Background: an optimization exercise with open tools, aiming at small area, a short achievable clock period and few clock cycles. Do not read the settings as production practice.
The RTL was checked by simulation tests, not by an equivalence proof against the original design.
Power and IR drop assume default switching activity.

## flow/standard.sh

```bash
#!/bin/bash
# synth_recipe.tcl (not shown) runs the flow's synth.tcl, then flattens the netlist and writes it again
# the make line also repeats each setting of config.mk as NAME=value (left out here)
make -C /OpenROAD-flow-scripts/flow DESIGN_CONFIG=/design/flow/config.mk WORK_HOME=/design/flow/orfs CLKGATE_MAP_FILE= SYNTH_SCRIPT=/design/flow/synth_recipe.tcl "${@:-finish}"
```

## flow/flow/run.sh

```bash
#!/bin/bash
# The standard layout (standard.sh) with these settings changed:
# - ports are buffered with buf_4 rather than the delay-cell buffer that
#   buffer_ports picks by default (every port still gets its buffer);
# - gate sizing may change a cell's footprint (the platform holds it to the
#   same footprint by default), so timing repair can upsize weak drivers;
# - clock tree synthesis adds no dummy loads and clusters up to 30 sinks
#   within 100 um under each leaf buffer (ORFS's defaults otherwise).
# All of make's output goes to standard.log; ORFS's own logs stay in orfs/logs.
set -o pipefail
bash standard.sh MATCH_CELL_FOOTPRINT=0 \
  "BUFFER_PORTS_ARGS=-buffer_cell sky130_fd_sc_hd__buf_4" \
  "CTS_ARGS=-sink_clustering_enable -repair_clock_nets -dont_use_dummy_load -sink_clustering_size 30 -sink_clustering_max_diameter 100" \
  finish > standard.log 2>&1
```

## flow/design.v

```verilog
package ap_cam_pkg;
  typedef enum logic [1:0] {
    COL_A = 2'd0,
    COL_B = 2'd1,
    COL_C = 2'd2
  } column_e;
  typedef struct packed {
    logic                     write;
    column_e                  col;
    logic [4-1:0]  row;
    logic [8-1:0] data;
  } host_req_t;
  typedef struct packed {
    logic                     en;
    logic [4-1:0]  row;
    logic [8-1:0] data;
  } host_wr_t;
  typedef struct packed {
    logic [9-1:0] key;
    logic [9-1:0] mask;
  } search_t;
  typedef struct packed {
    logic                    en;
    logic [9-1:0] data;
    logic [9-1:0] mask;
  } par_wr_t;
endpackage
package ap_op_pkg;
  typedef enum logic [2:0] {
    OP_OR  = 3'd0,
    OP_XOR = 3'd1,
    OP_AND = 3'd2,
    OP_NOT = 3'd3,
    OP_ADD = 3'd4
  } op_e;
  typedef struct packed {
    logic       key_a;
    logic       key_b;
    logic       val_c;
    logic [1:0] unused;
  } pass_logic_t;
  typedef struct packed {
    logic key_a;
    logic key_b;
    logic key_carry;
    logic val_sum;
    logic val_carry;
  } pass_arith_t;
  typedef union packed {
    pass_logic_t lgc;
    pass_arith_t arith;
  } pass_entry_u;
endpackage
`timescale 1ns/1ps
module ap_top
(
  input  logic                     clock,
  input  logic                     rst,
  input  logic                     req_write,
  input  logic [1:0]               req_col,
  input  logic [4-1:0]  req_row,
  input  logic [8-1:0] req_data,
  input  logic                     req_valid,
  output logic                     req_ready,
  output logic [9-1:0]  rsp_data,
  output logic                     rsp_valid,
  input  logic [2:0]               op,
  input  logic                     op_valid,
  output logic                     op_ready,
  output logic                     op_done
);
  localparam int ROWS = 16;
  localparam int W    = 8;
  localparam int CW   = 9;
  logic [W-1:0]  mem_a [ROWS];
  logic [W-1:0]  mem_b [ROWS];
  logic [CW-1:0] mem_c [ROWS];
  logic [ROWS-1:0] lazy;           
  logic [3:0] tt_q;
  logic       add_q;
  logic in_op;
  logic idle;
  logic                    wq_v;
  logic                    wq_mat;
  logic [1:0]              wq_col;
  logic [4-1:0] wq_row;
  logic [W-1:0]            wq_data;
  logic [CW-1:0] rsp_q;
  logic accept, wr, rd, op_acc;
  logic wq_a, wq_b, wq_c;
  logic hit, mat_hit;
  logic [W-1:0]  a_r;
  logic [W-1:0]  b_r;
  logic [CW-1:0] c_r;
  logic          lz_r;
  logic          use_alu;
  logic [CW-1:0] alu;
  logic [CW-1:0] other;
  logic [CW-1:0] rsp_d;
  logic [CW-1:0] wd_c;
  logic [3:0]    tt_d;
  assign req_ready = idle;
  assign op_ready  = idle && !req_valid;
  assign op_done   = in_op;
  assign rsp_data  = rsp_q;
  assign accept = req_valid && idle;
  assign wr     = accept && req_write;
  assign rd     = accept && !req_write;
  assign op_acc = op_valid && idle && !req_valid && !rst;
  logic [3:0]    lo_sel;
  logic [3:0]    hi_sel;
  logic [W-1:0]  ga [4];
  logic [W-1:0]  gb [4];
  logic [CW-1:0] gc [4];
  logic [3:0]    gl;
  assign lo_sel = 4'(1) << req_row[1:0];
  assign hi_sel = 4'(1) << req_row[3:2];
  always_comb begin
    a_r  = '0;
    b_r  = '0;
    c_r  = '0;
    lz_r = 1'b0;
    for (int g = 0; g < 4; g++) begin
      ga[g] = '0;
      gb[g] = '0;
      gc[g] = '0;
      gl[g] = 1'b0;
      for (int j = 0; j < 4; j++) begin
        ga[g] = ga[g] | ({W{lo_sel[j]}}  & mem_a[4*g+j]);
        gb[g] = gb[g] | ({W{lo_sel[j]}}  & mem_b[4*g+j]);
        gc[g] = gc[g] | ({CW{lo_sel[j]}} & mem_c[4*g+j]);
        gl[g] = gl[g] | (lo_sel[j] & lazy[4*g+j]);
      end
      a_r  = a_r  | ({W{hi_sel[g]}}  & ga[g]);
      b_r  = b_r  | ({W{hi_sel[g]}}  & gb[g]);
      c_r  = c_r  | ({CW{hi_sel[g]}} & gc[g]);
      lz_r = lz_r | (hi_sel[g] & gl[g]);
    end
  end
  logic [W-1:0] g0, p0, g1, p1, g2, p2, g3;
  logic [W:0]   cy;
  always_comb begin
    g0 = a_r & b_r;
    p0 = a_r | b_r;
    for (int i = 0; i < W; i++) begin
      g1[i] = (i >= 1) ? (g0[i] | (p0[i] & g0[i-1])) : g0[i];
      p1[i] = (i >= 1) ? (p0[i] & p0[i-1]) : p0[i];
    end
    for (int i = 0; i < W; i++) begin
      g2[i] = (i >= 2) ? (g1[i] | (p1[i] & g1[i-2])) : g1[i];
      p2[i] = (i >= 2) ? (p1[i] & p1[i-2]) : p1[i];
    end
    for (int i = 0; i < W; i++) begin
      g3[i] = (i >= 4) ? (g2[i] | (p2[i] & g2[i-4])) : g2[i];
    end
    cy = {g3, 1'b0};
    for (int i = 0; i < W; i++) begin
      alu[i] = tt_q[{a_r[i], b_r[i]}] ^ (add_q & cy[i]);
    end
    alu[W] = add_q & cy[W];
  end
  always_comb begin
    case (op)
      3'd0:    tt_d = 4'b1110;
      3'd1:    tt_d = 4'b0110;
      3'd2:    tt_d = 4'b1000;
      3'd3:    tt_d = 4'b0011;
      3'd4:    tt_d = 4'b0110;
      default: tt_d = 4'b0000;
    endcase
  end
  assign hit     = wq_v && (wq_row == req_row);
  assign mat_hit = wq_mat && (wq_row == req_row);
  assign use_alu = (lz_r || mat_hit) && (req_write || req_col[1]);
  always_comb begin
    if (req_col == 2'd0)                 other = (hit && (wq_col == 2'd0)) ? CW'(wq_data) : CW'(a_r);
    else if (req_col == 2'd1)            other = (hit && (wq_col == 2'd1)) ? CW'(wq_data) : CW'(b_r);
    else if (hit && (wq_col == 2'd2))    other = CW'(wq_data);
    else                                 other = c_r;
  end
  assign rsp_d = use_alu ? alu : other;
  always_ff @(posedge clock) begin
    if (rst) begin
      in_op     <= 1'b0;
      idle      <= 1'b1;
      rsp_valid <= 1'b0;
    end else begin
      in_op     <= op_acc;
      idle      <= !op_acc;
      rsp_valid <= rd;
    end
  end
  always_ff @(posedge clock) begin
    if (op_acc) begin
      tt_q  <= tt_d;
      add_q <= (op == 3'd4);
    end
  end
  always_ff @(posedge clock) begin
    wq_v    <= wr;
    wq_mat  <= wr && !req_col[1] && lz_r;
    wq_col  <= req_col;
    wq_row  <= req_row;
    wq_data <= req_data;
    rsp_q   <= rsp_d;
  end
  assign wq_a = wq_v && (wq_col == 2'd0);
  assign wq_b = wq_v && (wq_col == 2'd1);
  assign wq_c = wq_v && (wq_col == 2'd2);
  assign wd_c = wq_mat ? rsp_q : CW'(wq_data);
  for (genvar r = 0; r < ROWS; r++) begin : g_row
    always_ff @(posedge clock) begin
      if (wq_a && (wq_row == r)) mem_a[r] <= wq_data;
      if (wq_b && (wq_row == r)) mem_b[r] <= wq_data;
      if ((wq_c || wq_mat) && (wq_row == r)) mem_c[r] <= wd_c;
    end
    always_ff @(posedge clock) begin
      if (op_acc) begin
        lazy[r] <= 1'b1;
      end else if (wr && (req_row == r) && (req_col != 2'd3)) begin
        lazy[r] <= 1'b0;
      end
    end
  end
endmodule
```

## flow/config.mk

```make
export PLATFORM = sky130hd
export DESIGN_NAME = ap_top
export DESIGN_NICKNAME = ap_top
export VERILOG_FILES = /design/flow/design.v
export SDC_FILE = /design/flow/constraint.sdc
export NUM_CORES = 4
export LEC_CHECK = 0
export ABC_AREA = 1
export CAP_MARGIN = 20
export CORE_MARGIN = 2
export CORE_UTILIZATION = 55
export SETUP_SLACK_MARGIN = 2.6
export SLEW_MARGIN = 60
```

## flow/constraint.sdc

```tcl
create_clock -name core_clock -period 5.0 [get_ports {clock}]
set_input_delay 1.0000 -clock core_clock [delete_from_list [all_inputs] [get_ports {clock}]]
set_output_delay 1.0000 -clock core_clock [all_outputs]
set_load 0.01 [all_outputs]
```

==> flow_summary.ini, run 1 <==
[power]
p_per_area_nw_per_um2 = 314
ir_worst_vdd_mv = 0.323
p_leak_nw = 7.92
total_power_mw = 6.78

[logic_synthesis]
synthArstFlopShare_pct = 0
synth_top_area_share_pct = 65.3
synth.area.top_cells = edfxtp_1 (65%), nand2_1 (10%), dfxtp_1 (4.7%), nand3_1 (3.7%), o21ai_0 (2.3%)
synth_cell_types = 37
postSynthAreaPerCell_um2 = 11.2
synth_edf_count = 405
synth_top_flop_cell = edfxtp_1
synth_seq_cells = 449
synthTopCellsByCount = nand2_1 (519), edfxtp_1 (405), nand3_1 (139), nor2_1 (99)
seq_area_frac_synth_pct = 70.0
syn-num-nets = 1682
ys_warn_count = 7
synth_cells = 1660
synth_largest_area_cell = edfxtp_1
synth.most_common_cell = nand2_1
synth_area_um2 = 18600

[floorplanning]
design.core.area_um2 = 33400
fp-row-count = 67
initial_core_util_pct = 55.7
dieWidth_um = 188
io_pins = 35
dieArea_um2 = 35400
die_h_um = 188

[global_route]
grt_pass1_wl_um = 81800
antenna_found_initial = 0
grt_overflow = 0
grtUsageTotal_pct = 31.6
grt_max_degree = 37
grt_pass1_vias = 12300

[place]
io_buffers = 34
gp_congestion = 0.920
hpwl_um = 33100
place_inst = 2107
place_ws_ps = 903
place_area_um2 = 19600

[sta]
relSlewSlack_pct = 57.9
setup_viol = 0
clock_skew_ps = 39.3
fin_crit_sh_pct = 49.4
drv_slew = 0
fin_setup_tns_ps = 0
setup_ws_ps = 2530
tightest_slew_ps = 631
final_hold_viol_count = 0
min_period_ps = 2470
max_freq_ghz = 0.405
rsz0062_at_grt = true

[layout]
stdcell_area_um2 = 21600
fin_nets = 1778
finalNonFillerCells = 2203
area_growth_syn_to_layout_pct = 15.8
drive_gt1_share_pct = 18.8

[clocking]
root_buffer = clkbuf_16
htreeDepth = 1
cts_tree = yes
cts.sinks = 449
worstSkewPairLatency_ps = 570
cts_buffer_depth = 3
path_clk_slew_ps = 120
cts_buffers = 19

[routing]
drt_iter0_markers = 1475
vias_per_cell = 5.94
dr.pass1.iters = 6
routedWlPerCell_um = 25.3
vias = 13100
ant_nets = 0
route.detailed.drc = 0
totalWireLength_um = 55600

[setup_path]
worstSetupPathType = in -> reg
cp-startpoint = req_row[1]
worst-path-max-fanout = 8
crit_arrival_ps = 2970
r2r-start = wq_row[1]
crit_path_start_kind = primary input
required_ps = 5500
end_kind = flop

[run_status]
status = finished clean

[flow_run]
drv_cap = 0

[hold_path]
min_path_type = reg -> reg
min_from = lazy[13]
[what timing repair did]
item,4_1_cts,5_1_grt
hold buffers,0,0
endpoints found under the setup margin,14,10
pin swaps,33,29
cloned,15,0
buffers inserted,53,8
resized for setup,126,45
[worst max-delay path: stages]
cell,delay (ps)
buf_16,140
clkinvlp_4,110
nor2_4,50
buf_12,130
buf_6,110
buf_12,140
nand2_4,60
nand2_4,50
o21ai_4,180
nand2_2,90
nor2_4,170
inv_2,70
o21ai_0,250
o21ai_0,120
nand2_1,80
nand3_2,100
nand2_1,90
[placed cells by master, fill, tap and decap left out, types with 3 or more instances in the layout]
| cell | count |
|---|---|
| dfxtp_1 | 42 |
| nand2_4 | 5 |
| buf_12 | 13 |
| clkbuf_16 | 30 |
| o21ai_0 | 74 |
| nor2_2 | 22 |
| nand3_2 | 4 |
| nand3_1 | 132 |
| a22o_1 | 37 |
| nand3_4 | 3 |
| o21ai_4 | 9 |
| clkinv_1 | 3 |
| xor2_1 | 5 |
| inv_2 | 8 |
| inv_1 | 77 |
| buf_4 | 109 |
| o21ai_2 | 15 |
| nor3_1 | 6 |
| nor2_1 | 51 |
| o221ai_1 | 3 |
| nor2_4 | 41 |
| nor3_4 | 3 |
| buf_6 | 10 |
| nand2_2 | 37 |
| a21oi_2 | 3 |
| edfxtp_1 | 405 |
| buf_16 | 3 |
| o21ai_1 | 18 |
| a21oi_1 | 34 |
| a41oi_1 | 10 |
| nand4_1 | 30 |
| nand2_1 | 477 |
| clkinvlp_4 | 3 |
| o211ai_1 | 9 |
[final timing paths]
path | slack (ps) | depth (start not counted) | endpoint
max | 2530 | 17 | rsp_q[1]
min | 470 | 2 | lazy[13]
max reg2reg | 2820 | 13 | rsp_q[7]
min reg2reg | 470 | 2 | lazy[13]
[flip-flops by register name, indices dropped and copies added (netlist names)]
| signal | count |
|---|---|
| wq_row | 4 |
| rsp_q | 9 |
| mem_b | 128 |
| wq_data | 8 |
| lazy | 16 |
| tt_q | 4 |
| wq_v | 1 |
| idle | 1 |
| mem_a | 128 |
| wq_col | 2 |
| in_op | 1 |
| mem_c | 144 |
| wq_mat | 1 |
| add_q | 1 |
| rsp_valid | 1 |
[report_power, final]
| group | internal (mW) | switching [mW] | leakage (nW) |
|---|---|---|---|
| clock | 0.690 | 1.10 | 0.234 |
| sequential | 4.14 | 0.0378 | 4.00 |
| combinational | 0.286 | 0.538 | 3.69 |
| total | 5.11 | 1.67 | 7.92 |
[through the flow]
step                hold WS (ps)  util, %
global route                 484     64.5
global placement             444     58.0
finish                       466     64.5
detailed placement           452     58.7
CTS                          465     63.8
floorplan                    436        -
[final cells by class]
type                            count  area (um2)
Antenna cell                        1        2.50
Clock buffer                       19         475
Fill cell                        2589       11900
Inverter                           94         398
Multi-Input combinational cell   1042        5500
Sequential cell                   449       13000
Tap cell                          448         561
Timing Repair Buffer              148        1570
Timing Repair inverter              2        22.5
[per-layer routing]
metal  wire length [um]  up-vias  global-route usage, %
met4               2160        0                   10.8
met5                  0        -                      0
met2              26200      574                   50.8
met1              23100     6434                   44.8
li1                   -     5963                      -
met3               4200      114                   4.15
[kinds of logic (layout without fill, tap and decap cells)]
logic type                Yosys count  count (layout)  synth area share (%)
AOI/OAI and AO/OA                 219             219                  7.16
xor gates and xnor gates            6               6                 0.282
buffers and inverters             170             263                  4.30
DFF                               449             449                  70.0
other                               0               1                     0
and+or+nand+nor                   816             817                  18.3
Testbench counts, summed over its fixed seeds: cycles 2,696.
==> run 2: changes to the inputs <==
==> flow/flow/run.sh (replaced) <==
#!/bin/bash
# The standard layout (standard.sh) with these settings changed:
# - ports are buffered with buf_4 rather than the delay-cell buffer that
#   buffer_ports picks by default (every port still gets its buffer);
# - gate sizing may change a cell's footprint (the platform holds it to the
#   same footprint by default), so timing repair can upsize weak drivers;
# - clock tree synthesis adds no dummy loads and clusters up to 24 sinks
#   within 80 um under each leaf buffer (ORFS's defaults otherwise).
# All of make's output goes to standard.log; ORFS's own logs stay in orfs/logs.
set -o pipefail
bash standard.sh MATCH_CELL_FOOTPRINT=0 \
  "BUFFER_PORTS_ARGS=-buffer_cell sky130_fd_sc_hd__buf_4" \
  "CTS_ARGS=-sink_clustering_enable -repair_clock_nets -dont_use_dummy_load -sink_clustering_size 24 -sink_clustering_max_diameter 80" \
  finish > standard.log 2>&1
--- a/flow/config.mk
+++ b/flow/config.mk
@@ -9,5 +9,5 @@
 export CAP_MARGIN = 20
 export CORE_MARGIN = 2
-export CORE_UTILIZATION = 55
+export CORE_UTILIZATION = 40
 export SETUP_SLACK_MARGIN = 2.6
 export SLEW_MARGIN = 60
==> flow_summary.ini, run 2 <==
[flow_run]
drv_cap = 0

[sta]
hold_slack_ps = 464
min_period_ps = 2490
tightest_slew_ps = 570
max_freq_ghz = 0.402
drv_slew = 0
relSlewSlack_pct = 61.9
clock_skew_ps = 68.6
rsz0062_at_grt = true
fin_crit_sh_pct = 49.7
fin_setup_tns_ps = 0
final_hold_viol_count = 0
setup_viol = 0

[run_status]
status = finished clean

[layout]
drive_gt1_share_pct = 19.2
largest_reg_flops = 144
reg_top3 = mem_c: 144 flops, mem_a: 128 flops, mem_b: 128 flops
stdcell_area_um2 = 21900
num-fill-cells = 4081
final_common_cell = nand2_1
diodes = 0
largest_register = mem_c
fin_nets = 1784
area_growth_syn_to_layout_pct = 17.7
layout_common_cells = nand2_1 (476), edfxtp_1 (405), nand3_1 (131), buf_4 (101), inv_1 (80)

[power]
p_leak_nw = 8.04
p_comb_share_pct = 11.5
ir_worst_vdd_mv = 0.217
sequentialPowerShare_pct = 58.7
p_clk_share_pct = 29.8
p_int_mw = 5.38
switching_power_mw = 1.73
swShare_pct = 24.3
p_per_area_nw_per_um2 = 324

[hold_path]
min_path_type = reg -> reg
hold_depth = 2
hold_end = lazy[2]
min_from = lazy[2]

[setup_path]
r2r-start = wq_col[0]
worstSetupPathType = in -> reg
cpLargestDelayFamily = simple AND/OR/NAND/NOR gates
slowest_delay_ps = 220
crit_arrival_ps = 2920
worst-path-max-fanout = 10
critPathBufInv = 4
crit_path_cell_trace = buf_16 > nor2_4 > buf_12 > buf_4 > nand2_1 > nand2_1 > o21ai_2 > nand2_2 > nor2_4 > buf_4 > a21oi_1 > o21ai_0 > o21ai_0 > nand2_1 > nand3_2 > nand2_1
reg2reg_depth = 5
cp_slowest_cell = nor2_4
required_ps = 5440
end_kind = flop
r2r_end = mem_c[0][5]
regToRegSetupSlack_ps = 2880
crit_path_start_kind = primary input
crit_path_frequent_cell = nand2_1

[global_route]
grtUsageTotal_pct = 22.1
grt_pass1_vias = 11900
grt_max_degree = 44
antenna_found_initial = 0
grt_overflow = 0
grt_pass1_wl_um = 78200

[clocking]
cts_tree = yes
path_clk_slew_ps = 70
htreeDepth = 1
root_buffer = clkbuf_16
hold_buffers = 0
cts_buffer_depth = 3
worstSkewPairLatency_ps = 600
cts.sinks = 449
cts_buffers = 27

[logic_synthesis]
seq_area_frac_synth_pct = 70.0
synth_top_area_share_pct = 65.3
synthArstFlopShare_pct = 0
synth_largest_area_cell = edfxtp_1
synthTopCellsByCount = nand2_1 (519), edfxtp_1 (405), nand3_1 (139), nor2_1 (99)
ys_warn_count = 7
synth.most_common_cell = nand2_1
synth_seq_cells = 449
synth_cells = 1660
synth_cell_types = 37
synth_top_flop_cell = edfxtp_1
postSynthAreaPerCell_um2 = 11.2
synth.area.top_cells = edfxtp_1 (65%), nand2_1 (10%), dfxtp_1 (4.7%), nand3_1 (3.7%), o21ai_0 (2.3%)
synth_area_um2 = 18600
synth_edf_count = 405
syn-num-nets = 1682

[routing]
totalWireLength_um = 53900
routedWlPerCell_um = 22.8
vias_per_cell = 5.47
ant_nets = 0
vias = 12900
drt_iter0_markers = 1418
dr.pass1.iters = 5
route.detailed.drc = 0

[floorplanning]
initial_core_util_pct = 40.3
io_pins = 35
dieArea_um2 = 48300
fp-row-count = 79
dieWidth_um = 220
die_h_um = 220
design.core.area_um2 = 46300

[place]
gp_congestion = 0.885
place_area_um2 = 19800
hpwl_um = 32600
io_buffers = 34
[run 2: changes by cell type in the layout (fill, tap and decap cells not counted), moves of 4 or more]
cell and change:
nor2_4 -4, o21ai_0 -11, buf_4 -8, o21ai_4 -7
o21ai_1 +18, clkbuf_16 +8, nand2_2 +4
[run 2: cell type report]
type,count,area [um2],area share (%)
Sequential cell,449,13000,59.5
Multi-Input combinational cell,1041,5440,24.8
Timing Repair Buffer,147,1590,7.25
Tap cell,607,759,3.46
Clock buffer,27,676,3.08
Inverter,94,403,1.84
Timing Repair inverter,2,22.5,0.103
[run 2: what timing repair did]
action                                 4_1_cts  5_1_grt
endpoints found under the hold margin        0        0
setup buffers                               44       18
gates cloned                                14        1
setup endpoints to repair                   11       10
pin swaps                                   22       40
gates resized for setup                    107       72
[run 2: how the worst max path moves through the flow]
stage	startpoint	endpoint	slack, ps	cells after the start
floorplan	req_row[0]	rsp_q[8]	2490	19
global placement	req_row[1]	rsp_q[2]	1230	16
detailed placement	req_row[1]	rsp_q[2]	1180	16
CTS	req_row[0]	rsp_q[3]	2600	17
global route	req_row[0]	rsp_q[4]	2470	20
finish	req_row[0]	rsp_q[1]	2510	16
[run 2: worst register-to-register path, cell delays in order, from the launching register on]
cell and delay [ps]:
dfxtp_1 370, inv_1 210, nand3_1 110, nand2_1 420, inv_1 280, nor2_4 380
[run 2: power by group through the flow]
stage | clock network, mW | logic, mW | registers, mW
global route | 2.26 | 0.876 | 4.18
CTS | 2.14 | 0.761 | 4.17
global placement | 0 | 0.630 | 4.25
finish | 2.12 | 0.816 | 4.17
floorplan | 0 | 0.372 | 4.27
detailed placement | 0 | 0.644 | 4.26
[run 2: logic make-up (layout without fill, tap and decap cells)]
family                    after synthesis  in the layout  share of synthesized area, %
AOI/OAI and AO/OA                     219            219                          7.16
xor gates and xnor gates                6              6                         0.282
buffers and inverters                 170            270                          4.30
DFF                                   449            449                          70.0
and+or+nand+nor                       816            816                          18.3
[run 2: per-layer routing]
layer / up-vias / global-route usage (%) / wire, um
met1: 6352 / 31.1 / 23000
met5: - / 0 / 0
met3: 77 / 3.56 / 4460
met2: 535 / 35.7 / 25200
met4: 0 / 5.35 / 1220
li1: 5973 / - / -
[run 2: metrics by stage]
stage	setup slack (ps)	cells	util (%)	total power [mW]
3_5_place_dp	1180	2263	42.8	4.90
6_report	2510	2367	47.4	7.11
3_3_place_gp	1230	2260	42.3	4.88
2_1_floorplan	2490	1660	-	4.64
5_1_grt	2470	2367	47.4	7.31
4_1_cts	2600	2348	46.6	7.07
==> run 3: changes to the inputs <==
--- a/flow/config.mk
+++ b/flow/config.mk
@@ -10,4 +10,4 @@
 export CORE_MARGIN = 2
 export CORE_UTILIZATION = 40
-export SETUP_SLACK_MARGIN = 2.6
+export SETUP_SLACK_MARGIN = 2.7
 export SLEW_MARGIN = 60
==> flow_summary.ini, run 3 <==
[logic_synthesis]
synth_largest_area_cell = edfxtp_1
synth_edf_count = 405
postSynthAreaPerCell_um2 = 11.2
synth_seq_cells = 449
synth_top_flop_cell = edfxtp_1
ys_warn_count = 7
synth_area_um2 = 18600
syn-num-nets = 1682
synth_cells = 1660
synth_cell_types = 37
seq_area_frac_synth_pct = 70.0
synth.most_common_cell = nand2_1
synth.area.top_cells = edfxtp_1 (65%), nand2_1 (10%), dfxtp_1 (4.7%), nand3_1 (3.7%), o21ai_0 (2.3%)
synthTopCellsByCount = nand2_1 (519), edfxtp_1 (405), nand3_1 (139), nor2_1 (99)
synthArstFlopShare_pct = 0
synth_top_area_share_pct = 65.3

[place]
hpwl_um = 32600
place_area_um2 = 19800
io_buffers = 34
gp_congestion = 0.885

[setup_path]
slowest_delay_ps = 300
regToRegSetupSlack_ps = 2910
crit_path_start_kind = primary input
end_kind = flop
cpLargestDelayFamily = simple AND/OR/NAND/NOR gates
worst-path-max-fanout = 8
worstSetupPathType = in -> reg
required_ps = 5490
cp.depth = 17
cp_slowest_cell = nor2_4
critPathBufInv = 4
reg2reg_depth = 5
r2r_end = mem_c[0][5]
crit_path_frequent_cell = nand2_1
crit_path_cell_trace = buf_16 > nor2_4 > buf_12 > buf_6 > buf_4 > nand2_1 > nand2_1 > o21ai_2 > nand2_2 > nor2_4 > nor2_4 > nand2_4 > nand2_4 > nand2_1 > xnor2_2 > nand2_1 > nand2_1
crit_arrival_ps = 2980
r2r-start = wq_col[0]

[power]
ir_worst_vdd_mv = 0.221
p_per_area_nw_per_um2 = 323
total_power_mw = 7.12
p_leak_nw = 8.11

[clocking]
path_clk_slew_ps = 70
htreeDepth = 1
root_buffer = clkbuf_16
cts.sinks = 449
cts_tree = yes
cts_buffers = 27
cts_buffer_depth = 3
worstSkewPairLatency_ps = 600

[floorplanning]
io_pins = 35
die_h_um = 220
initial_core_util_pct = 40.3
design.core.area_um2 = 46300
dieArea_um2 = 48300
dieWidth_um = 220
fp-row-count = 79

[global_route]
grt_max_degree = 44
grt_pass1_wl_um = 78600
grtUsageTotal_pct = 22.1
grt_overflow = 0
grt_pass1_vias = 12000
antenna_found_initial = 0

[sta]
rsz0062_at_grt = true
fin_setup_tns_ps = 0
tightest_slew_ps = 563
final_hold_viol_count = 0
setup_viol = 0
relSlewSlack_pct = 62.4
max_freq_ghz = 0.402
fin_crit_sh_pct = 49.8
min_period_ps = 2490
clock_skew_ps = 66.5
hold_slack_ps = 464
drv_slew = 0

[layout]
largest_reg_flops = 144
reg_top3 = mem_c: 144 flops, mem_a: 128 flops, mem_b: 128 flops
drive_gt1_share_pct = 19.5
largest_register = mem_c
layout_common_cells = nand2_1 (478), edfxtp_1 (405), nand3_1 (131), buf_4 (97), inv_1 (80)
area_growth_syn_to_layout_pct = 18.5
stdcell_area_um2 = 22100
diodes = 0
finish.utilization_pct = 47.7
fin_nets = 1788
final_common_cell = nand2_1

[routing]
vias_per_cell = 5.54
routedWlPerCell_um = 23.0
dr.pass1.iters = 5
ant_nets = 0
totalWireLength_um = 54500
route.detailed.drc = 0
drt_iter0_markers = 1482
vias = 13100

[hold_path]
hold_end = lazy[11]
hold_depth = 2
min_from = lazy[11]
min_path_type = reg -> reg

[run_status]
status = finished clean

[flow_run]
drv_cap = 0
-- run 3: cell counts after synthesis --
No cell type changed its count.
-- run 3: what timing repair did --
| action | 4_1_cts | 5_1_grt |
|---|---|---|
| hold buffers | 0 | 0 |
| cloned | 14 | 4 |
| pin swaps | 37 | 26 |
| hold endpoints to repair | 0 | 0 |
| setup buffers | 50 | 13 |
| setup endpoints to repair | 19 | 10 |
| gates resized for setup | 144 | 42 |
-- run 3: layout make-up --
class,instances,area (um2)
fill,4090,24200
multi-input combinational,1041,5470
tap,607,759
inverter,94,403
sequential,449,13000
clock buffer,27,676
timing repair buffer,151,1710
timing repair inverter,2,22.5
-- run 3: per-stage QoR --
stage,cells,worst slack (ps)
after global routing,2371,2430
final,2371,2510
after CTS,2354,2620
after global placement,2260,1230
after detailed placement,2263,1180
after floorplan,1660,2490
-- run 3: kinds of logic (layout without fill, tap and decap cells) --
family,after synthesis,after routing,synth area share (%)
compound gates,219,219,7.16
xor+xnor,6,6,0.282
buf+inv,170,274,4.30
flops,449,449,70.0
simple gates,816,816,18.3
-- run 3: worst max path at each step --
stage               startpoint       end  slack, ps
floorplan           req_row[0]  rsp_q[8]       2490
global placement    req_row[1]  rsp_q[2]       1230
detailed placement  req_row[1]  rsp_q[2]       1180
CTS                 req_row[0]  rsp_q[8]       2620
global route        req_row[0]  rsp_q[4]       2430
finish              req_row[0]  rsp_q[2]       2510
-- run 3: report_power, final --
group / leakage, nW / switching [mW] / internal [mW]
clock network: 0.333 / 1.16 / 0.956
registers: 4.00 / 0.0355 / 4.14
logic: 3.78 / 0.534 / 0.299
-- run 3: routing by layer --
metal | GRT usage (%) | vias to the layer above | part of all wire, %
li1 | - | 5985 | -
met1 | 31.6 | 6495 | 42
met2 | 35.4 | 598 | 47
met3 | 3.52 | 62 | 8.6
met4 | 5.73 | 0 | 1.9
met5 | 0 | - | 0
-- run 3: worst register-to-register path, delay by kind of cell (launching register included) --
kind / cells / cell delay, ps
and+or+nand+nor: 3 / 900
buffers and inverters: 2 / 490
DFF: 1 / 370
==> run 4: changes to the inputs <==
--- a/flow/design.v
+++ b/flow/design.v
@@ -105,5 +105,5 @@
   assign rsp_data  = rsp_q;
   assign accept = req_valid && idle;
-  assign wr     = accept && req_write;
+  assign wr     = accept && req_write && !rst;
   assign rd     = accept && !req_write;
   assign op_acc = op_valid && idle && !req_valid && !rst;
--- a/flow/config.mk
+++ b/flow/config.mk
@@ -10,4 +10,4 @@
 export CORE_MARGIN = 2
 export CORE_UTILIZATION = 40
-export SETUP_SLACK_MARGIN = 2.7
+export SETUP_SLACK_MARGIN = 2.6
 export SLEW_MARGIN = 60
==> flow_summary.ini, run 4 <==
[setup_path]
required_ps = 5490
crit_arrival_ps = 2950
worst-path-max-fanout = 18
end_kind = flop
worstSetupPathType = in -> reg
crit_path_start_kind = primary input

[clocking]
root_buffer = clkbuf_16
hold_buffers = 0
cts.sinks = 449
htreeDepth = 1
cts_buffers = 25
path_clk_slew_ps = 100
worstSkewPairLatency_ps = 590
cts_tree = yes
cts_buffer_depth = 3

[sta]
max_freq_ghz = 0.406
min_period_ps = 2460
fin_setup_tns_ps = 0
final_hold_viol_count = 0
rsz0062_at_grt = true
clock_skew_ps = 85.9
setup_ws_ps = 2540
drv_slew = 0
setup_viol = 0
fin_crit_sh_pct = 49.2
relSlewSlack_pct = 61.4
hold_slack_ps = 459
tightest_slew_ps = 578

[logic_synthesis]
synth.area.top_cells = edfxtp_1 (66%), nand2_1 (10%), dfxtp_1 (4.8%), nand3_1 (4.1%), o21ai_0 (2.8%)
postSynthAreaPerCell_um2 = 11.1
synth_seq_cells = 449
synth_cell_types = 33
ys_warn_count = 7
synth.most_common_cell = nand2_1
seq_area_frac_synth_pct = 70.6
syn-num-nets = 1680
synthTopCellsByCount = nand2_1 (516), edfxtp_1 (405), nand3_1 (153), o21ai_0 (105), nor2_1 (97)
synth_top_area_share_pct = 65.9
synth_top_flop_cell = edfxtp_1
synth_area_um2 = 18500
synth_largest_area_cell = edfxtp_1
synthArstFlopShare_pct = 0
synth_edf_count = 405
synth_cells = 1658

[routing]
route.detailed.drc = 0
routedWlPerCell_um = 22.6
drt_iter0_markers = 1485
vias = 12900
dr.pass1.iters = 8
vias_per_cell = 5.54
ant_nets = 0
totalWireLength_um = 52500

[floorplanning]
design.core.area_um2 = 45500
dieWidth_um = 219
dieArea_um2 = 47900
die_h_um = 219
io_pins = 35
fp-row-count = 78
initial_core_util_pct = 40.6

[place]
place_inst = 2250
gp_congestion = 0.881
place_area_um2 = 19700
io_buffers = 34
hpwl_um = 32600
place_ws_ps = 796

[layout]
stdcell_area_um2 = 21400
finish.utilization_pct = 47.1
num-fill-cells = 4159
fin_nets = 1749
drive_gt1_share_pct = 15.7
area_growth_syn_to_layout_pct = 16.1
reg_top3 = mem_c: 144 flops, mem_a: 128 flops, mem_b: 128 flops
finalNonFillerCells = 2326
seqCellArea_um2 = 13000
final_common_cell = nand2_1
largest_register = mem_c
largest_reg_flops = 144
layout_common_cells = nand2_1 (498), edfxtp_1 (405), nand3_1 (149), buf_4 (84), inv_1 (80)
multi_input_area_um2 = 5320

[global_route]
grt_pass1_vias = 12300
grtUsageTotal_pct = 21.9
grt_pass1_wl_um = 78400
grt_max_degree = 51
antenna_found_initial = 0
grt_overflow = 0

[flow_run]
drv_cap = 0

[run_status]
status = finished clean

[power]
ir_worst_vdd_mv = 0.225
p_leak_nw = 7.77
total_power_mw = 6.91
p_per_area_nw_per_um2 = 322

[hold_path]
min_path_type = reg -> reg
[run 4: changes by cell type after synthesis, moves of 7 or more]
| cell | delta |
|---|---|
| nand3_1 | +14 |
| o21ai_0 | +21 |
| clkbuf_1 | +10 |
| buf_6 | -9 |
| o21ai_1 | -21 |
| a22o_1 | -7 |
[run 4: cell type report]
cell class / instances / share of cell area [%]
flip-flops and latches: 449 / 60.9
multi-input cells: 1041 / 24.8
repair buffers: 118 / 5.93
well taps: 600 / 3.50
clock buffers: 25 / 2.92
inverters: 92 / 1.97
diodes: 1 / 0.0117
[run 4: final timing paths]
path | slack [ps] | start | end | cells past startpoint
hold reg to reg | 460 | lazy[5] | lazy[5] | 2
setup reg to reg | 2740 | wq_mat | mem_c[15][3] | 4
hold / removal | 460 | lazy[5] | lazy[5] | 2
setup / recovery | 2540 | req_row[0] | rsp_q[8] | 13
[run 4: power breakdown]
part	internal, mW	switching (mW)
combinational	0.253	0.487
sequential	4.12	0.0322
clock	0.888	1.13
[run 4: logic make-up (layout without fill, tap and decap cells)]
group | count (synthesis) | in the layout | share of synthesized area, %
AND/OR/NAND/NOR | 821 | 821 | 18.4
flip-flops | 449 | 449 | 70.6
AO/OA/AOI/OAI | 215 | 216 | 6.91
buffers and inverters | 169 | 235 | 3.83
XOR/XNOR | 4 | 4 | 0.190
other | 0 | 1 | 0
[run 4: layer usage]
layer	global-route usage [%]	wire length [um]	up-vias	share of wire [%]
met5	0	0	-	0
met4	4.39	1060	0	2.0
met3	2.55	4070	63	7.8
met2	35.5	24500	489	47
met1	31.9	22900	6401	44
li1	-	-	5925	-
[run 4: critical path, stage by stage]
cell       delay [ps]
buf_16            140
clkinv_16          70
nor2_4             40
buf_12            140
buf_8             140
buf_4             210
a22o_1            190
o21ai_0           350
nand2_1           120
a221oi_2          290
nor2_1             90
nand3_1            80
nand2_1            50
[run 4: what timing repair did]
action,in CTS,in global routing
pin swaps,20,17
resized for setup,97,44
gates cloned,7,3
setup buffers,29,9
setup endpoints to repair,16,9
endpoints found under the hold margin,0,0
Testbench counts of run 4, summed over its fixed seeds: cycles 2,696.
==> run 5: changes to the inputs <==
--- a/flow/config.mk
+++ b/flow/config.mk
@@ -9,5 +9,5 @@
 export CAP_MARGIN = 20
 export CORE_MARGIN = 2
-export CORE_UTILIZATION = 40
+export CORE_UTILIZATION = 50
 export SETUP_SLACK_MARGIN = 2.6
 export SLEW_MARGIN = 60
==> flow_summary.ini, run 5 <==
[run_status]
status = finished clean

[setup_path]
cpLargestDelayFamily = buffers and inverters
reg2reg_depth = 6
worstSetupPathType = in -> reg
crit_path_frequent_cell = buf_12
crit_arrival_ps = 2910
crit_path_start_kind = primary input
slowest_delay_ps = 250
cp.depth = 14
worst-path-max-fanout = 9
required_ps = 5460
crit_path_cell_trace = buf_16 > buf_12 > nor2_4 > buf_12 > buf_6 > buf_12 > buf_8 > a22o_1 > o21ai_2 > nand3_2 > o221ai_4 > nand3_2 > nand2_1 > nand2_1
cp_slowest_cell = o21ai_2
end_kind = flop
critPathBufInv = 6

[layout]
final_common_cell = nand2_1
largest_register = mem_c
drive_gt1_share_pct = 18.0
diodes = 0
largest_reg_flops = 144
stdcell_area_um2 = 21500
num-fill-cells = 2967
reg_top3 = mem_c: 144 flops, mem_a: 128 flops, mem_b: 128 flops
fin_nets = 1766
area_growth_syn_to_layout_pct = 16.6
layout_common_cells = nand2_1 (486), edfxtp_1 (405), nand3_1 (145), buf_4 (89), inv_1 (77)

[global_route]
grt_pass1_vias = 12200
grt_max_degree = 56
grt_overflow = 0
grt_pass1_wl_um = 76900
antenna_found_initial = 0
grtUsageTotal_pct = 27.1

[hold_path]
hold_depth = 2
min_path_type = reg -> reg

[sta]
clock_skew_ps = 25.7
max_freq_ghz = 0.407
min_period_ps = 2450
setup_ws_ps = 2550
fin_crit_sh_pct = 49.1
relSlewSlack_pct = 61.3
hold_slack_ps = 452
setup_viol = 0
drv_slew = 0
fin_setup_tns_ps = 0
final_hold_viol_count = 0
tightest_slew_ps = 580
rsz0062_at_grt = true

[place]
io_buffers = 34
place_ws_ps = 1110
hpwl_um = 31900
gp_congestion = 0.948
place_area_um2 = 19600

[clocking]
cts_tree = yes
htreeDepth = 1
path_clk_slew_ps = 100
cts.sinks = 449
hold_buffers = 0
cts_buffers = 23
worstSkewPairLatency_ps = 550
cts_buffer_depth = 3
root_buffer = clkbuf_16

[logic_synthesis]
muxShareOfSynthArea_pct = 0
synth.most_common_cell = nand2_1
yosys.area_share.xor_xnor_pct = 0.190
postSynthAreaPerCell_um2 = 11.1
synthAdderAreaFrac_pct = 0
seq_area_frac_synth_pct = 70.6
synth_largest_area_cell = edfxtp_1
ys_warn_count = 7
synth_top_flop_cell = edfxtp_1
synth_compound_area_share_pct = 6.91
synth_edf_count = 405
synth.area.top_cells = edfxtp_1 (66%), nand2_1 (10%), dfxtp_1 (4.8%), nand3_1 (4.1%), o21ai_0 (2.8%)
synthArstFlopShare_pct = 0
synth_cells = 1658
synthTopCellsByCount = nand2_1 (516), edfxtp_1 (405), nand3_1 (153), o21ai_0 (105), nor2_1 (97)
synth-simple-area-share_pct = 18.4
syn-num-nets = 1680
synth_top_family_by_area = simple AND/OR/NAND/NOR gates
synth_area_um2 = 18500
synth_top_area_share_pct = 65.9
synth_seq_cells = 449
synth_cell_types = 33

[routing]
drt_iter0_markers = 1177
vias = 12900
routedWlPerCell_um = 23.9
totalWireLength_um = 52700
route.detailed.drc = 0
vias_per_cell = 5.86
ant_nets = 0
dr.pass1.iters = 8

[power]
swShare_pct = 24.0
p_int_mw = 5.22
p_leak_nw = 7.90
p_clk_share_pct = 28.1
p_per_area_nw_per_um2 = 319
sequentialPowerShare_pct = 60.4
total_power_mw = 6.86
p_comb_share_pct = 11.5
switching_power_mw = 1.64
ir_worst_vdd_mv = 0.276

[floorplanning]
design.core.area_um2 = 36500
dieArea_um2 = 38500
dieWidth_um = 196
io_pins = 35
initial_core_util_pct = 50.6
die_h_um = 196
fp-row-count = 70

[flow_run]
drv_cap = 0
==> run 5: cell types whose count changed in the layout (fill, tap and decap cells not counted), sizes merged <==
cell,change
inv,+4
diode,-1
buf,+9
clkinv,-2
clkbuf,+5
nor2,+1
==> run 5: power by group through the flow <==
| stage | combinational (mW) | clock [mW] | sequential, mW |
|---|---|---|---|
| after floorplan | 0.349 | 0 | 4.25 |
| after global placement | 0.600 | 0 | 4.23 |
| after detailed placement | 0.615 | 0 | 4.23 |
| after CTS | 0.696 | 1.95 | 4.15 |
| after global routing | 0.845 | 2.07 | 4.15 |
| final | 0.787 | 1.93 | 4.15 |
==> run 5: cell families (layout without fill, tap and decap cells) <==
family                 Yosys count  after routing
AND/OR/NAND/NOR                821            822
buffers and inverters          169            251
AO/OA/AOI/OAI                  215            216
XOR/XNOR                         4              4
flip-flops                     449            449
==> run 5: cell type report <==
type	instances	area (um2)	area share [%]
tap	468	586	2.72
multi-input combinational	1042	5370	25.0
inverter	92	389	1.81
timing repair buffer	134	1540	7.17
sequential	449	13000	60.6
clock buffer	23	576	2.67
timing repair inverter	2	15.0	0.0698
==> run 5: worst paths after layout <==
| kind | slack [ps] | from | to |
|---|---|---|---|
| worst min register to register | 450 | lazy[7] | lazy[7] |
| worst min-delay path | 450 | lazy[7] | lazy[7] |
| worst max-delay path | 2550 | req_row[0] | rsp_q[6] |
| worst max register to register | 2870 | wq_v | mem_c[2][8] |
==> run 5: per-stage QoR <==
stage	cells	utilization, %
3_3_place_gp	2121	53.0
5_1_grt	2210	58.9
4_1_cts	2176	56.9
6_report	2210	58.9
2_1_floorplan	1658	-
3_5_place_dp	2127	53.6
==> run 5: worst register-to-register path: cells and delay by family (launching register included) <==
kind,cells,cell delay (ps)
DFF,1,440
buffers and inverters,3,800
and+or+nand+nor,3,520
==> run 5: what timing repair did <==
| action | 4_1_cts | 5_1_grt |
|---|---|---|
| hold endpoints to repair | 0 | 0 |
| pin swaps | 10 | 40 |
| gates resized for setup | 89 | 103 |
| endpoints found under the setup margin | 13 | 9 |
| setup buffers | 15 | 28 |
| cloned | 11 | 6 |
==> run 5: per-layer routing <==
metal / wire, um / track usage, % / part of all wire, %
met1: 21500 / 35.7 / 41
met2: 25900 / 46.0 / 49
met3: 3400 / 3.70 / 6.4
met4: 1910 / 10.4 / 3.6
met5: 70 / 1.40 / 0.13
==> run 6: changes to the inputs <==
--- a/flow/config.mk
+++ b/flow/config.mk
@@ -9,5 +9,5 @@
 export CAP_MARGIN = 20
 export CORE_MARGIN = 2
-export CORE_UTILIZATION = 50
-export SETUP_SLACK_MARGIN = 2.6
+export CORE_UTILIZATION = 40
+export SETUP_SLACK_MARGIN = 2.5
 export SLEW_MARGIN = 60
==> flow_summary.ini, run 6 <==
[global_route]
grt_max_degree = 57
grtUsageTotal_pct = 21.8
grt_pass1_wl_um = 77400
grt_pass1_vias = 12200
grt_overflow = 0
antenna_found_initial = 1

[hold_path]
min_path_type = reg -> reg
hold_end = lazy[6]
min_from = lazy[6]
hold_depth = 2

[clocking]
cts.sinks = 449
cts_tree = yes
path_clk_slew_ps = 90
htreeDepth = 1
worstSkewPairLatency_ps = 590
root_buffer = clkbuf_16
cts_buffers = 24
cts_buffer_depth = 3

[place]
place_area_um2 = 19700
place_ws_ps = 1100
gp_congestion = 0.898
hpwl_um = 34100
io_buffers = 34

[power]
p_clk_share_pct = 28.8
sequentialPowerShare_pct = 59.8
p_leak_nw = 8.02
swShare_pct = 24.4
ir_worst_vdd_mv = 0.197
p_comb_share_pct = 11.4
p_per_area_nw_per_um2 = 318
switching_power_mw = 1.70
p_int_mw = 5.27

[setup_path]
crit_path_start_kind = primary input
worstSetupPathType = in -> reg
crit_path_cell_trace = buf_16 > nor2_4 > buf_8 > buf_4 > nand2_1 > nand2_1 > o21ai_1 > nand2_1 > nor2_4 > buf_4 > nand2_1 > nand3_2 > o21ai_2 > nand3b_1 > nand2_1 > nand2_1 > nand2_1
crit_path_frequent_cell = nand2_1
end_kind = flop
reg2reg_depth = 6
slowest_delay_ps = 300
regToRegSetupSlack_ps = 2820
cp_slowest_cell = o21ai_1
r2r-start = wq_v
r2r_end = mem_c[13][8]
worst-path-max-fanout = 7
crit_arrival_ps = 2990
required_ps = 5520

[floorplanning]
design.core.area_um2 = 45500
initial_core_util_pct = 40.6
die_h_um = 219
fp-row-count = 78
dieArea_um2 = 47900
dieWidth_um = 219
io_pins = 35

[sta]
setup_ws_ps = 2530
rsz0062_at_grt = true
clock_skew_ps = 58.2
min_period_ps = 2470
final_hold_viol_count = 0
max_freq_ghz = 0.405
drv_slew = 0
relSlewSlack_pct = 61.0
setup_viol = 0
fin_crit_sh_pct = 49.4
tightest_slew_ps = 584
fin_setup_tns_ps = 0

[logic_synthesis]
synth_cells = 1658
syn-num-nets = 1680
postSynthAreaPerCell_um2 = 11.1
synth_area_um2 = 18500
synth.most_common_cell = nand2_1
synth_edf_count = 405
synth_seq_cells = 449
synth_top_area_share_pct = 65.9
synth.area.top_cells = edfxtp_1 (66%), nand2_1 (10%), dfxtp_1 (4.8%), nand3_1 (4.1%), o21ai_0 (2.8%)
synth_largest_area_cell = edfxtp_1
seq_area_frac_synth_pct = 70.6
synthTopCellsByCount = nand2_1 (516), edfxtp_1 (405), nand3_1 (153), o21ai_0 (105), nor2_1 (97)
synthArstFlopShare_pct = 0
ys_warn_count = 7
synth_cell_types = 33
synth_top_flop_cell = edfxtp_1

[routing]
ant_nets = 0
routedWlPerCell_um = 22.9
vias_per_cell = 5.56
route.detailed.drc = 0
drt_iter0_markers = 1344
totalWireLength_um = 53900
top_layer = met4
dr.pass1.iters = 5
met3_length_um = 4450
m1WireLength_um = 23100
met2_length_um = 25000
vias = 13100

[flow_run]
drv_cap = 0

[layout]
stdcell_area_um2 = 21900
final_common_cell = nand2_1
drive_gt1_share_pct = 20.6
largest_reg_flops = 144
fin_nets = 1784
multi_input_area_um2 = 5430
area_growth_syn_to_layout_pct = 18.6
seqCellArea_um2 = 13100
num-fill-cells = 4108
layout_common_cells = nand2_1 (456), edfxtp_1 (405), nand3_1 (146), buf_4 (105), inv_1 (77)
reg_top3 = mem_c: 144 flops, mem_a: 128 flops, mem_b: 128 flops
largest_register = mem_c
diodes = 0

[run_status]
status = finished clean
## run 6: logic make-up (layout without fill, tap and decap cells)
logic type | after synthesis | after routing | share of synthesized area, %
buf+inv | 169 | 270 | 3.83
simple gates | 821 | 821 | 18.4
xor+xnor | 4 | 4 | 0.190
flops | 449 | 449 | 70.6
compound gates | 215 | 216 | 6.91
## run 6: metrics by stage
stage | hold slack [ps] | std cells | power (mW) | util (%)
finish | 457 | 2360 | 6.96 | 48.2
global route | 488 | 2360 | 7.15 | 48.2
CTS | 452 | 2306 | 6.85 | 45.8
detailed placement | 439 | 2258 | 4.85 | 43.3
floorplan | 425 | 1658 | 4.58 | -
global placement | 434 | 2254 | 4.84 | 42.8
## run 6: cell type report
type                            instances  share of cell area [%]
Clock buffer                           24                    2.74
Inverter                               92                    1.77
Multi-Input combinational cell       1041                    24.8
Sequential cell                       449                    59.6
Tap cell                              600                    3.43
Timing Repair Buffer                  152                    7.61
Timing Repair inverter                  2                  0.0857
## run 6: worst max path at each step
stage                     startpoint  endpoint  slack, ps
after floorplan           req_row[1]  rsp_q[8]       2500
after global placement    req_row[1]  rsp_q[7]       1030
after detailed placement  req_row[1]  rsp_q[8]       1100
after CTS                 req_row[0]  rsp_q[8]       2470
after global routing      req_row[0]  rsp_q[7]       2420
final                     req_row[0]  rsp_q[4]       2530
## run 6: power by group through the flow
stage	registers (mW)	clock network (mW)	logic (mW)
after floorplan	4.25	0	0.332
after global placement	4.25	0	0.591
after detailed placement	4.25	0	0.603
after CTS	4.16	2.02	0.669
after global routing	4.17	2.13	0.853
final	4.17	2.00	0.794
## run 6: layer usage
metal	vias to the layer above	track usage, %
met5	-	0
met4	0	5.63
met3	78	3.69
met2	537	34.5
met1	6522	31.3
li1	5984	-
## run 6: repair_timing
action,CTS,global route
resized for setup,94,138
endpoints found under the setup margin,13,9
pin swaps,18,74
hold endpoints to repair,0,0
gates cloned,6,13
buffers inserted,18,40
hold buffers,0,0
## run 6: worst max-delay path: cells and delay by family
family / cells / cell delay, ps
and+or+nand+nor: 11 / 1050
AOI/OAI and AO/OA: 2 / 360
buffers and inverters: 4 / 580
==> run 7: changes to the inputs <==
--- a/flow/config.mk
+++ b/flow/config.mk
@@ -10,4 +10,4 @@
 export CORE_MARGIN = 2
 export CORE_UTILIZATION = 40
-export SETUP_SLACK_MARGIN = 2.5
-export SLEW_MARGIN = 60
+export SETUP_SLACK_MARGIN = 2.6
+export SLEW_MARGIN = 40
==> flow_summary.ini, run 7 <==
[place]
place_ws_ps = 1010
hpwl_um = 32400
io_buffers = 34
gp_congestion = 0.881

[logic_synthesis]
synth_area_um2 = 18500
synth_cells = 1658
synthArstFlopShare_pct = 0
synth_top_flop_cell = edfxtp_1
synth_seq_cells = 449
syn-num-nets = 1680
postSynthAreaPerCell_um2 = 11.1
synth.area.top_cells = edfxtp_1 (66%), nand2_1 (10%), dfxtp_1 (4.8%), nand3_1 (4.1%), o21ai_0 (2.8%)
synthTopCellsByCount = nand2_1 (516), edfxtp_1 (405), nand3_1 (153), o21ai_0 (105), nor2_1 (97)
synth_top_area_share_pct = 65.9
synth_edf_count = 405
synth.most_common_cell = nand2_1
synth_cell_types = 33
ys_warn_count = 7
seq_area_frac_synth_pct = 70.6
synth_largest_area_cell = edfxtp_1

[layout]
final_common_cell = nand2_1
largest_register = mem_c
largest_reg_flops = 144
area_growth_syn_to_layout_pct = 16.7
drive_gt1_share_pct = 16.7
multi_input_area_um2 = 5240
reg_top3 = mem_c: 144 flops, mem_a: 128 flops, mem_b: 128 flops
fin_nets = 1763
num-fill-cells = 4132
diodes = 0
seqCellArea_um2 = 13000
layout_common_cells = nand2_1 (488), edfxtp_1 (405), nand3_1 (149), buf_4 (91), inv_1 (77)

[setup_path]
crit_path_start_kind = primary input
crit_path_cell_trace = buf_16 > clkinv_16 > nor2_4 > buf_12 > clkbuf_16 > nand2_1 > nand2_1 > o21ai_0 > nand2_2 > nor2_4 > nand2_1 > nand2_1 > inv_1 > nand3_1 > nand2_1 > clkinv_1 > nand3_1 > nand3_1 > nand2_1
required_ps = 5460
worst-path-max-fanout = 8
critPathBufInv = 6
worstSetupPathType = in -> reg
crit_path_frequent_cell = nand2_1
crit_arrival_ps = 2940
end_kind = flop
cp_slowest_cell = o21ai_0
slowest_delay_ps = 240
cpLargestDelayFamily = simple AND/OR/NAND/NOR gates

[floorplanning]
dieArea_um2 = 47900
fp-row-count = 78
io_pins = 35
die_h_um = 219
initial_core_util_pct = 40.6
dieWidth_um = 219
design.core.area_um2 = 45500

[global_route]
grt_overflow = 0
grtUsageTotal_pct = 21.8
grt_pass1_vias = 12300
antenna_found_initial = 1
grt_pass1_wl_um = 77800
grt_max_degree = 51

[clocking]
htreeDepth = 1
cts.sinks = 449
cts_buffer_depth = 3
cts_tree = yes
hold_buffers = 0
worstSkewPairLatency_ps = 590
path_clk_slew_ps = 100
cts_buffers = 25
root_buffer = clkbuf_16

[sta]
relSlewSlack_pct = 44.1
fin_setup_tns_ps = 0
setup_viol = 0
drv_slew = 0
fin_crit_sh_pct = 49.6
min_period_ps = 2480
setup_ws_ps = 2520
final_hold_viol_count = 0
tightest_slew_ps = 835
rsz0062_at_grt = true
max_freq_ghz = 0.404
clock_skew_ps = 94.4

[power]
total_power_mw = 6.93
ir_worst_vdd_mv = 0.214
p_per_area_nw_per_um2 = 322
p_leak_nw = 7.87

[routing]
vias_per_cell = 5.55
route.detailed.drc = 0
dr.pass1.iters = 5
drt_iter0_markers = 1335
vias = 13000
routedWlPerCell_um = 22.7
totalWireLength_um = 53200
ant_nets = 0

[flow_run]
drv_cap = 0

[run_status]
status = finished clean

[hold_path]
min_path_type = reg -> reg
run 7: worst reg2reg max path, delay by kind of cell (launching register included):
family / cells / cell delay (ps)
buffers and inverters: 3 / 300
and+or+nand+nor: 3 / 1010
DFF: 1 / 420
run 7: final timing paths:
kind | start | to | slack [ps] | cells after the start
worst max-delay path | req_row[0] | rsp_q[7] | 2520 | 19
worst min-delay path | lazy[6] | lazy[6] | 450 | 2
worst max register to register | wq_row[2] | mem_a[4][3] | 2800 | 6
worst min register to register | lazy[6] | lazy[6] | 450 | 2
run 7: where the power goes:
group | switching [mW] | internal (mW) | leakage (nW)
Sequential | 0.0320 | 4.12 | 3.99
Clock | 1.12 | 0.889 | 0.308
Combinational | 0.496 | 0.266 | 3.57
Total | 1.65 | 5.28 | 7.87
run 7: logic make-up after synthesis:
family | synth area share, %
simple gates | 18.4
flops | 70.6
compound gates | 6.91
buf+inv | 3.83
xor+xnor | 0.190
run 7: per-layer routing:
| metal | up-vias | routed length (um) | global-route usage [%] |
|---|---|---|---|
| met5 | - | 0 | 0 |
| met4 | 0 | 1150 | 5.14 |
| met3 | 74 | 3880 | 2.51 |
| met2 | 563 | 24800 | 35.2 |
| met1 | 6411 | 23400 | 31.7 |
| li1 | 5933 | - | - |
run 7: cell type report:
class | count | area share (%)
multi-input cells | 1041 | 24.3
inverters | 92 | 1.90
repair buffers | 132 | 6.85
flip-flops and latches | 449 | 60.5
clock buffers | 25 | 2.90
well taps | 600 | 3.48
run 7: through the flow:
stage	cells	utilization, %	area, um2	hold WS, ps
floorplan	1658	-	18600	425
global placement	2246	42.8	19400	432
detailed placement	2248	43.0	19500	441
CTS	2321	46.4	21100	455
global route	2339	47.4	21500	466
finish	2339	47.4	21500	454
run 7: repair_timing:
| action | in CTS | in global routing |
|---|---|---|
| gates resized for setup | 111 | 63 |
| pin swaps | 20 | 24 |
| endpoints found under the setup margin | 16 | 126 |
| cloned | 8 | 4 |
| hold endpoints to repair | 0 | 0 |
| setup buffers | 40 | 14 |
==> run 8: changes to the inputs <==
--- a/flow/design.v
+++ b/flow/design.v
@@ -95,5 +95,7 @@
   logic          lz_r;
   logic          use_alu;
-  logic [CW-1:0] alu;
+  logic [W:0]    cy;
+  logic [CW-1:0] pre;
+  logic          add_now;
   logic [CW-1:0] other;
   logic [CW-1:0] rsp_d;
@@ -139,5 +141,4 @@
   end
   logic [W-1:0] g0, p0, g1, p1, g2, p2, g3;
-  logic [W:0]   cy;
   always_comb begin
     g0 = a_r & b_r;
@@ -155,8 +156,4 @@
     end
     cy = {g3, 1'b0};
-    for (int i = 0; i < W; i++) begin
-      alu[i] = tt_q[{a_r[i], b_r[i]}] ^ (add_q & cy[i]);
-    end
-    alu[W] = add_q & cy[W];
   end
   always_comb begin
@@ -179,5 +176,12 @@
     else                                 other = c_r;
   end
-  assign rsp_d = use_alu ? alu : other;
+  always_comb begin
+    for (int i = 0; i < W; i++) begin
+      pre[i] = use_alu ? tt_q[{a_r[i], b_r[i]}] : other[i];
+    end
+    pre[W] = use_alu ? 1'b0 : other[W];
+  end
+  assign add_now = use_alu && add_q;
+  assign rsp_d   = pre ^ ({CW{add_now}} & cy);
   always_ff @(posedge clock) begin
     if (rst) begin
--- a/flow/config.mk
+++ b/flow/config.mk
@@ -11,3 +11,3 @@
 export CORE_UTILIZATION = 40
 export SETUP_SLACK_MARGIN = 2.6
-export SLEW_MARGIN = 40
+export SLEW_MARGIN = 60
==> flow_summary.ini, run 8 <==
[routing]
routedWlPerCell_um = 22.4
vias = 13500
vias_per_cell = 5.43
ant_nets = 0
drt_iter0_markers = 1384
dr.pass1.iters = 19
totalWireLength_um = 55600
route.detailed.drc = 0

[layout]
final_common_cell = nand2_1
fin_nets = 1895
drive_gt1_share_pct = 18.8
largest_reg_flops = 144
largest_register = mem_c
reg_top3 = mem_c: 144 flops, mem_a: 128 flops, mem_b: 128 flops
area_growth_syn_to_layout_pct = 16.8
layout_common_cells = nand2_1 (602), edfxtp_1 (405), nand3_1 (129), buf_4 (94), inv_1 (89)
diodes = 0
finalNonFillerCells = 2478

[setup_path]
r2r_end = mem_b[13][4]
cpLargestDelayFamily = simple AND/OR/NAND/NOR gates
crit_path_cell_trace = buf_16 > buf_12 > nor2_8 > buf_4 > clkbuf_16 > nand2_1 > nand2_1 > o21ai_1 > nand2_2 > nor2_4 > nand2_2 > nand2_4 > nand2_4 > nand2_2 > nand4_1 > nand2_2 > nand2_1
regToRegSetupSlack_ps = 2880
worst-path-max-fanout = 6
crit_arrival_ps = 2890
crit_path_start_kind = primary input
reg2reg_depth = 4
crit_path_frequent_cell = nand2_2
cp_slowest_cell = nor2_4
critPathBufInv = 4
required_ps = 5460
r2r-start = wq_v
end_kind = flop
slowest_delay_ps = 250
worstSetupPathType = in -> reg

[global_route]
grt_pass1_wl_um = 79200
grt_pass1_vias = 12800
grt_max_degree = 79
grtUsageTotal_pct = 21.3
antenna_found_initial = 0
grt_overflow = 0

[logic_synthesis]
synth_edf_count = 405
postSynthAreaPerCell_um2 = 10.7
synth_largest_area_cell = edfxtp_1
synthArstFlopShare_pct = 0
synthTopCellsByCount = nand2_1 (656), edfxtp_1 (405), nand3_1 (146), nor2_1 (110), inv_1 (92)
synth_area_um2 = 19000
seq_area_frac_synth_pct = 68.7
syn-num-nets = 1799
synth_seq_cells = 449
synth.most_common_cell = nand2_1
synth_top_area_share_pct = 64.1
synth_cells = 1777
synth.area.top_cells = edfxtp_1 (64%), nand2_1 (13%), dfxtp_1 (4.6%), nand3_1 (3.8%), nor2_1 (2.2%)
synth_top_flop_cell = edfxtp_1
synth_cell_types = 33
ys_warn_count = 7

[floorplanning]
die_h_um = 222
dieArea_um2 = 49200
design.core.area_um2 = 46700
io_pins = 35
initial_core_util_pct = 40.7
dieWidth_um = 222
fp-row-count = 79

[clocking]
cts.sinks = 449
cts_buffer_depth = 3
cts_tree = yes
worstSkewPairLatency_ps = 580
htreeDepth = 1
cts_buffers = 25
path_clk_slew_ps = 90
hold_buffers = 0
root_buffer = clkbuf_16

[power]
ir_worst_vdd_mv = 0.220
p_per_area_nw_per_um2 = 317
p_leak_nw = 8.38

[sta]
drv_slew = 0
fin_setup_tns_ps = 0
rsz0062_at_grt = true
setup_viol = 0
final_hold_viol_count = 0
tightest_slew_ps = 561
max_freq_ghz = 0.412
relSlewSlack_pct = 62.4
min_period_ps = 2430
fin_crit_sh_pct = 48.5
clock_skew_ps = 50.6

[hold_path]
min_path_type = reg -> reg
hold_end = rsp_valid
min_from = idle
hold_depth = 2

[run_status]
status = finished clean

[place]
place_inst = 2381
hpwl_um = 33400
gp_congestion = 0.877
io_buffers = 34

[flow_run]
drv_cap = 0
## run 8: worst max path at each step
stage / end / cells after the start / slack (ps) / start
final: rsp_q[8] / 17 / 2570 / req_row[1]
after global routing: rsp_q[3] / 14 / 2490 / req_row[1]
after CTS: rsp_q[7] / 18 / 2600 / req_row[1]
after detailed placement: rsp_q[8] / 13 / 1460 / req_row[2]
after global placement: rsp_q[5] / 15 / 1310 / req_row[0]
after floorplan: rsp_q[6] / 15 / 2560 / req_row[0]
## run 8: cells by family after synthesis
group | share of synthesized area, %
xor gates and xnor gates | 0.0462
DFF | 68.7
and+or+nand+nor | 22.0
buffers and inverters | 4.75
AOI/OAI and AO/OA | 4.49
## run 8: layer usage
layer / routed length, um / part of all wire (%) / global-route usage (%) / up-vias
met4: 2010 / 3.6 / 7.54 / 0
li1: - / - / - / 6215
met5: 0 / 0 / 0 / -
met2: 26800 / 48 / 36.1 / 547
met1: 22600 / 41 / 28.3 / 6586
met3: 4100 / 7.4 / 2.77 / 112
## run 8: timing repair
action                                  in CTS  in global routing
buffers inserted                            18                 38
pin swaps                                    8                 64
resized for setup                           50                107
cloned                                       4                 12
endpoints found under the setup margin      10                  9
## run 8: worst min-delay path: cells and delay by family, from the launching register on
kind,cells,cell delay (ps)
AND/OR/NAND/NOR,2,90
flip-flops,1,330
## run 8: cell type report
class / instances / area [um2]
Fill cell: 4185 / 24500
Sequential cell: 449 / 13000
Multi-Input combinational cell: 1147 / 5690
Timing Repair Buffer: 137 / 1530
Tap cell: 607 / 759
Clock buffer: 25 / 626
Inverter: 110 / 490
Timing Repair inverter: 3 / 33.8
## run 8: per-stage QoR
stage	hold slack, ps	cell area (um2)	util, %	setup slack, ps	power, mW
after floorplan	425	19100	-	2560	4.65
after detailed placement	440	20100	43.2	1460	4.91
after global routing	448	22200	47.5	2490	7.23
after global placement	432	19800	42.5	1310	4.89
after CTS	429	21200	45.4	2600	6.92
final	426	22200	47.5	2570	7.04
## run 8: power by group
group          leakage [nW]  total [mW]  internal (mW)  switching, mW
registers              3.99        4.15           4.12         0.0281
logic                  4.09       0.850          0.295          0.555
clock network         0.308        2.03          0.889           1.15
Testbench counts of run 8, summed over its fixed seeds: cycles 2,696.

[port drivers added, routing unchanged]
How much do the figures lean on ideal ports? The routed layouts below were timed once more, with nothing changed but the port constraints.
Step 1 sets driving cells, clkbuf_16 on the clock port and buf_2 on the other inputs (assumed; they add their load-dependent delay and slew).
Step 2 adds t to the input delays and takes it off the output delays; t is the mean of the earliest and latest rising clock arrival at the registers after step 1. Input paths then give back, and output paths get back, about the clock's delay inside the block.
a / b / c = ideal / step 1 / step 2; a / b = the first two.
run	t, ns	setup slack, ns	worst setup path at the end	pins driven straight from the clock port
run 1	0.602	2.528 / 2.368 / 1.766	input to register	1
run 2	0.621	2.515 / 2.417 / 1.796	input to register	1
run 3	0.623	2.510 / 2.398 / 1.774	input to register	1
run 4	0.605	2.539 / 2.428 / 1.823	input to register	1
run 5	0.595	2.545 / 2.414 / 1.819	input to register	1
run 6	0.621	2.528 / 2.368 / 1.747	input to register	1
run 7	0.606	2.522 / 2.351 / 1.745	input to register	1
run 8	0.614	2.573 / 2.478 / 1.864	input to register	1
After both steps every run listed still meets setup and hold. The setup slack of run 6, which loses most, moves by -0.160 ns with the drivers and by -0.781 ns with both steps.
